Source: an optimization exercise on an open RTL-to-GDS flow (aim: small area). Production flows keep margins and buffers that such runs may drop.
Function was checked by simulation only, so behaviour that the tests miss may differ from the original.
Power figures rest on the tool's default switching activity, not on a simulated workload.

==> flow/design.v <==
module stream_parser #(
  parameter int NUM_STREAMS = 32,
  parameter int MAX_BYTES   = 37,
  parameter int QDEPTH      = 2
) (
  input  logic                   clk,
  input  logic                   reset,
  input  logic [31:0]            dataIn,
  input  logic                   dataIn_val,
  output logic                   dataIn_ready,
  input  logic                   dataIN_last,
  output logic [MAX_BYTES*8-1:0] dataOut,
  output logic [8:0]             dataOut_bytes,
  output logic [15:0]            dataOut_stream,
  output logic [31:0]            dataOut_seq,
  output logic                   dataOut_val,
  input  logic                   dataOut_ready,
  output logic                   packetLost,
  output logic                   lenError
);
  localparam int NW = (MAX_BYTES + 3) / 4;    
  typedef enum logic [2:0] {IDLE, GET_SEQ, GET_DATA, DRAIN, COMMIT} stateType;
  stateType    stateReg;
  logic        lenErrorReg;
  logic [5:0]  bytesReg;         
  logic [3:0]  wordReg;          
  logic [15:0] streamReg;
  logic [31:0] seqReg;
  logic [1:0]  cntReg;
  logic        rdReg;
  logic [7:0]  slotPay [2][MAX_BYTES];
  logic [5:0]  slotBytes [2];
  logic [15:0] slotStream [2];
  logic [31:0] slotSeq [2];
  logic        slotLost [2];
  logic [NUM_STREAMS-1:0] seqValid;
  logic        accept, push, pop, full, wr;
  logic [15:0] headerLen;
  logic        badLen, finalWord;
  logic [3:0]  lastWord;
  logic [4:0]  idx;
  logic [31:0] prevSeq;
  logic        lostNow;
  assign headerLen = dataIn[31:16];
  assign badLen    = (headerLen < 16'd9) || (headerLen > 16'(MAX_BYTES + 8));
  assign lastWord  = 4'((bytesReg - 6'd1) >> 2);
  assign finalWord = (wordReg == lastWord);
  assign full         = cntReg[1];
  assign dataIn_ready = (stateReg != COMMIT) && !((stateReg == GET_DATA) && full);
  assign accept       = dataIn_val && dataIn_ready;
  assign push         = (stateReg == COMMIT);
  assign pop          = dataOut_val && dataOut_ready;
  assign wr           = rdReg ^ cntReg[0];    
  always_ff @(posedge clk) begin
    if (reset) begin
      stateReg    <= IDLE;
      lenErrorReg <= 1'b0;
    end else begin
      lenErrorReg <= 1'b0;
      case (stateReg)
        IDLE: if (accept) begin
          if (dataIN_last) lenErrorReg <= 1'b1;
          else if (badLen) begin
            lenErrorReg <= 1'b1;
            stateReg    <= DRAIN;
          end else stateReg <= GET_SEQ;
        end
        GET_SEQ: if (accept) begin
          if (dataIN_last) begin
            lenErrorReg <= 1'b1;
            stateReg    <= IDLE;
          end else stateReg <= GET_DATA;
        end
        GET_DATA: if (accept) begin
          if (finalWord) begin
            if (dataIN_last) stateReg <= COMMIT;
            else begin
              lenErrorReg <= 1'b1;
              stateReg    <= DRAIN;
            end
          end else if (dataIN_last) begin
            lenErrorReg <= 1'b1;
            stateReg    <= IDLE;
          end
        end
        DRAIN: if (accept && dataIN_last) stateReg <= IDLE;
        default: stateReg <= IDLE;
      endcase
    end
  end
  always_ff @(posedge clk) begin
    if (stateReg == IDLE && accept) begin
      bytesReg  <= 6'(headerLen[5:0] - 6'd8);
      streamReg <= dataIn[15:0];
    end
    if (stateReg == GET_SEQ && accept) seqReg <= dataIn;
    if (stateReg == IDLE) wordReg <= '0;
    else if (stateReg == GET_DATA && accept) wordReg <= wordReg + 4'd1;
  end
  for (genvar s = 0; s < 2; s++) begin : gSlot
    for (genvar b = 0; b < MAX_BYTES; b++) begin : gByte
      always_ff @(posedge clk) begin
        if (stateReg == GET_DATA && !full && wr == s && wordReg == 4'(b / 4))
          slotPay[s][b] <= dataIn[31-8*(b%4) -: 8];
      end
    end
    always_ff @(posedge clk) begin
      if (push && wr == s) begin
        slotBytes[s]  <= bytesReg;
        slotStream[s] <= streamReg;
        slotSeq[s]    <= seqReg;
        slotLost[s]   <= lostNow;
      end
    end
  end
  always_ff @(posedge clk) begin
    if (reset) begin
      cntReg <= '0;
      rdReg  <= 1'b0;
    end else begin
      cntReg <= cntReg + {1'b0, push} - {1'b0, pop};
      if (pop) rdReg <= ~rdReg;
    end
  end
  logic [31:0] ring [NUM_STREAMS];
  logic [4:0]  rotReg;
  logic        lastValid;
  logic        lastSlot;
  logic [4:0]  lastIdx, wpos, ridx, rpos;
  logic [31:0] lastSeq, portVal, capReg;
  logic        aligned, hitLast;
  assign lastSlot = ~wr;
  assign lastIdx  = slotStream[lastSlot][4:0];
  assign lastSeq  = slotSeq[lastSlot];
  assign wpos     = lastIdx + rotReg + 5'd1;
  always_ff @(posedge clk) begin
    for (int p = 0; p < NUM_STREAMS; p++) begin
      if (p % 4 == 0 && lastValid && wpos == 5'(p)) ring[p] <= lastSeq;
      else ring[p] <= ring[(p + NUM_STREAMS - 1) % NUM_STREAMS];
    end
  end
  always_ff @(posedge clk) begin
    if (reset) begin
      rotReg    <= '0;
      lastValid <= 1'b0;
    end else begin
      rotReg <= rotReg + 5'd1;
      if (push) lastValid <= 1'b1;
    end
  end
  assign ridx    = (stateReg == IDLE) ? dataIn[4:0] : streamReg[4:0];
  assign rpos    = ridx + rotReg;
  assign aligned = (rpos[1:0] == 2'd0);
  assign portVal = ring[{rpos[4:2], 2'b00}];
  always_ff @(posedge clk) begin
    if (aligned) capReg <= portVal;
  end
  assign idx     = streamReg[4:0];
  assign hitLast = lastValid && (lastIdx == idx);
  assign prevSeq = hitLast ? lastSeq :
                   seqValid[idx] ? (aligned ? portVal : capReg) : 32'd0;
  assign lostNow = (seqReg != prevSeq + 32'd1);
  always_ff @(posedge clk) begin
    if (reset) seqValid <= '0;
    else if (push) seqValid[idx] <= 1'b1;
  end
  logic [5:0] headBytes;
  assign headBytes = slotBytes[rdReg];
  for (genvar b = 0; b < MAX_BYTES; b++) begin : gOut
    logic keep;
    assign keep = (6'(b) < headBytes);
    assign dataOut[(MAX_BYTES-1-b)*8 +: 8] =
      ({8{keep && !rdReg}} & slotPay[0][b]) | ({8{keep && rdReg}} & slotPay[1][b]);
  end
  assign dataOut_val    = (cntReg != 2'd0);
  assign dataOut_bytes  = {3'b000, headBytes};
  assign dataOut_stream = slotStream[rdReg];
  assign dataOut_seq    = slotSeq[rdReg];
  assign packetLost     = slotLost[rdReg];
  assign lenError       = lenErrorReg;
endmodule
export LEC_CHECK = 0
export CAP_MARGIN = 20
export CORE_MARGIN = 2
export CORE_UTILIZATION = 40
export SLEW_MARGIN = 20
create_clock -name core_clock -period 6.0 [get_ports {clk}]
run.sh (not shown) runs the stock make flow with config.mk's settings and CLKGATE_MAP_FILE= SYNTH_SCRIPT=/design/flow/synth_recipe.tcl, a recipe that flattens the netlist after the stock synthesis.
Rerun with:
--- a/flow/design.v
+++ b/flow/design.v
@@ -31,10 +31,11 @@
   logic [7:0]  slotPay [2][MAX_BYTES];
   logic [5:0]  slotBytes [2];
   logic [15:0] slotStream [2];
   logic [31:0] slotSeq [2];
   logic        slotLost [2];
+  logic [31:0] seqs [NUM_STREAMS];
   logic [NUM_STREAMS-1:0] seqValid;
   logic        accept, push, pop, full, wr;
   logic [15:0] headerLen;
   logic        badLen, finalWord;
   logic [3:0]  lastWord;
@@ -120,48 +121,16 @@
     end else begin
       cntReg <= cntReg + {1'b0, push} - {1'b0, pop};
       if (pop) rdReg <= ~rdReg;
     end
   end
-  logic [31:0] ring [NUM_STREAMS];
-  logic [4:0]  rotReg;
-  logic        lastValid;
-  logic        lastSlot;
-  logic [4:0]  lastIdx, wpos, ridx, rpos;
-  logic [31:0] lastSeq, portVal, capReg;
-  logic        aligned, hitLast;
-  assign lastSlot = ~wr;
-  assign lastIdx  = slotStream[lastSlot][4:0];
-  assign lastSeq  = slotSeq[lastSlot];
-  assign wpos     = lastIdx + rotReg + 5'd1;
+  assign idx     = streamReg[4:0];
+  assign prevSeq = seqValid[idx] ? seqs[idx] : 32'd0;
+  assign lostNow = (seqReg != prevSeq + 32'd1);
   always_ff @(posedge clk) begin
-    for (int p = 0; p < NUM_STREAMS; p++) begin
-      if (p % 4 == 0 && lastValid && wpos == 5'(p)) ring[p] <= lastSeq;
-      else ring[p] <= ring[(p + NUM_STREAMS - 1) % NUM_STREAMS];
-    end
+    if (push) seqs[idx] <= seqReg;
   end
-  always_ff @(posedge clk) begin
-    if (reset) begin
-      rotReg    <= '0;
-      lastValid <= 1'b0;
-    end else begin
-      rotReg <= rotReg + 5'd1;
-      if (push) lastValid <= 1'b1;
-    end
-  end
-  assign ridx    = (stateReg == IDLE) ? dataIn[4:0] : streamReg[4:0];
-  assign rpos    = ridx + rotReg;
-  assign aligned = (rpos[1:0] == 2'd0);
-  assign portVal = ring[{rpos[4:2], 2'b00}];
-  always_ff @(posedge clk) begin
-    if (aligned) capReg <= portVal;
-  end
-  assign idx     = streamReg[4:0];
-  assign hitLast = lastValid && (lastIdx == idx);
-  assign prevSeq = hitLast ? lastSeq :
-                   seqValid[idx] ? (aligned ? portVal : capReg) : 32'd0;
-  assign lostNow = (seqReg != prevSeq + 32'd1);
   always_ff @(posedge clk) begin
     if (reset) seqValid <= '0;
     else if (push) seqValid[idx] <= 1'b1;
   end
   logic [5:0] headBytes;
Result:
- die area increases by 17%
- via count rises by 3.7%
- design area is higher by 12%
- final cell count falls by 5.2%
- clock-buffer cell count stays the same
- total power went down by 6.6%
- wire length rises by 19%
- utilization shrinks by 2.3 points
- non-clock buffer count came out lower by 199
- sequential share of layout area increases by 5.0 points
- worst setup slack is better by 0.11 ns
- clock skew hardly moves

-- separate check: timing with driven ports --
The flow's constraints put no driver on any port. The routed layouts listed below were extracted and timed again, unchanged, in two steps. Step 1 (the two cells are an assumption about what drives the block):
set clk [get_ports {clk}]
set_driving_cell -lib_cell sky130_fd_sc_hd__clkbuf_16 $clk
set_driving_cell -lib_cell sky130_fd_sc_hd__buf_2 [delete_from_list [all_inputs] $clk]
Step 2, shift: input delay + t, output delay - t, t = (earliest + latest rising clock arrival at the registers) / 2. This alone moves slack from input paths to output paths. Slacks: no drivers / after step 1 / after step 2; pairs: no drivers / after step 1.
run | t, ns | setup WS [ns] | clock arrival spread, ns
the first run | 0.859 | 0.156 / 0.159 / -0.647 | 0.061 / 0.061
the second run | 0.895 | 0.262 / 0.179 / 0.578 | 0.057 / 0.057
Met with ideal ports but missed after step 2: setup timing in the first run. The setup slack of the first run, which loses most, moves by +0.003 ns with the drivers and by -0.803 ns with both steps.
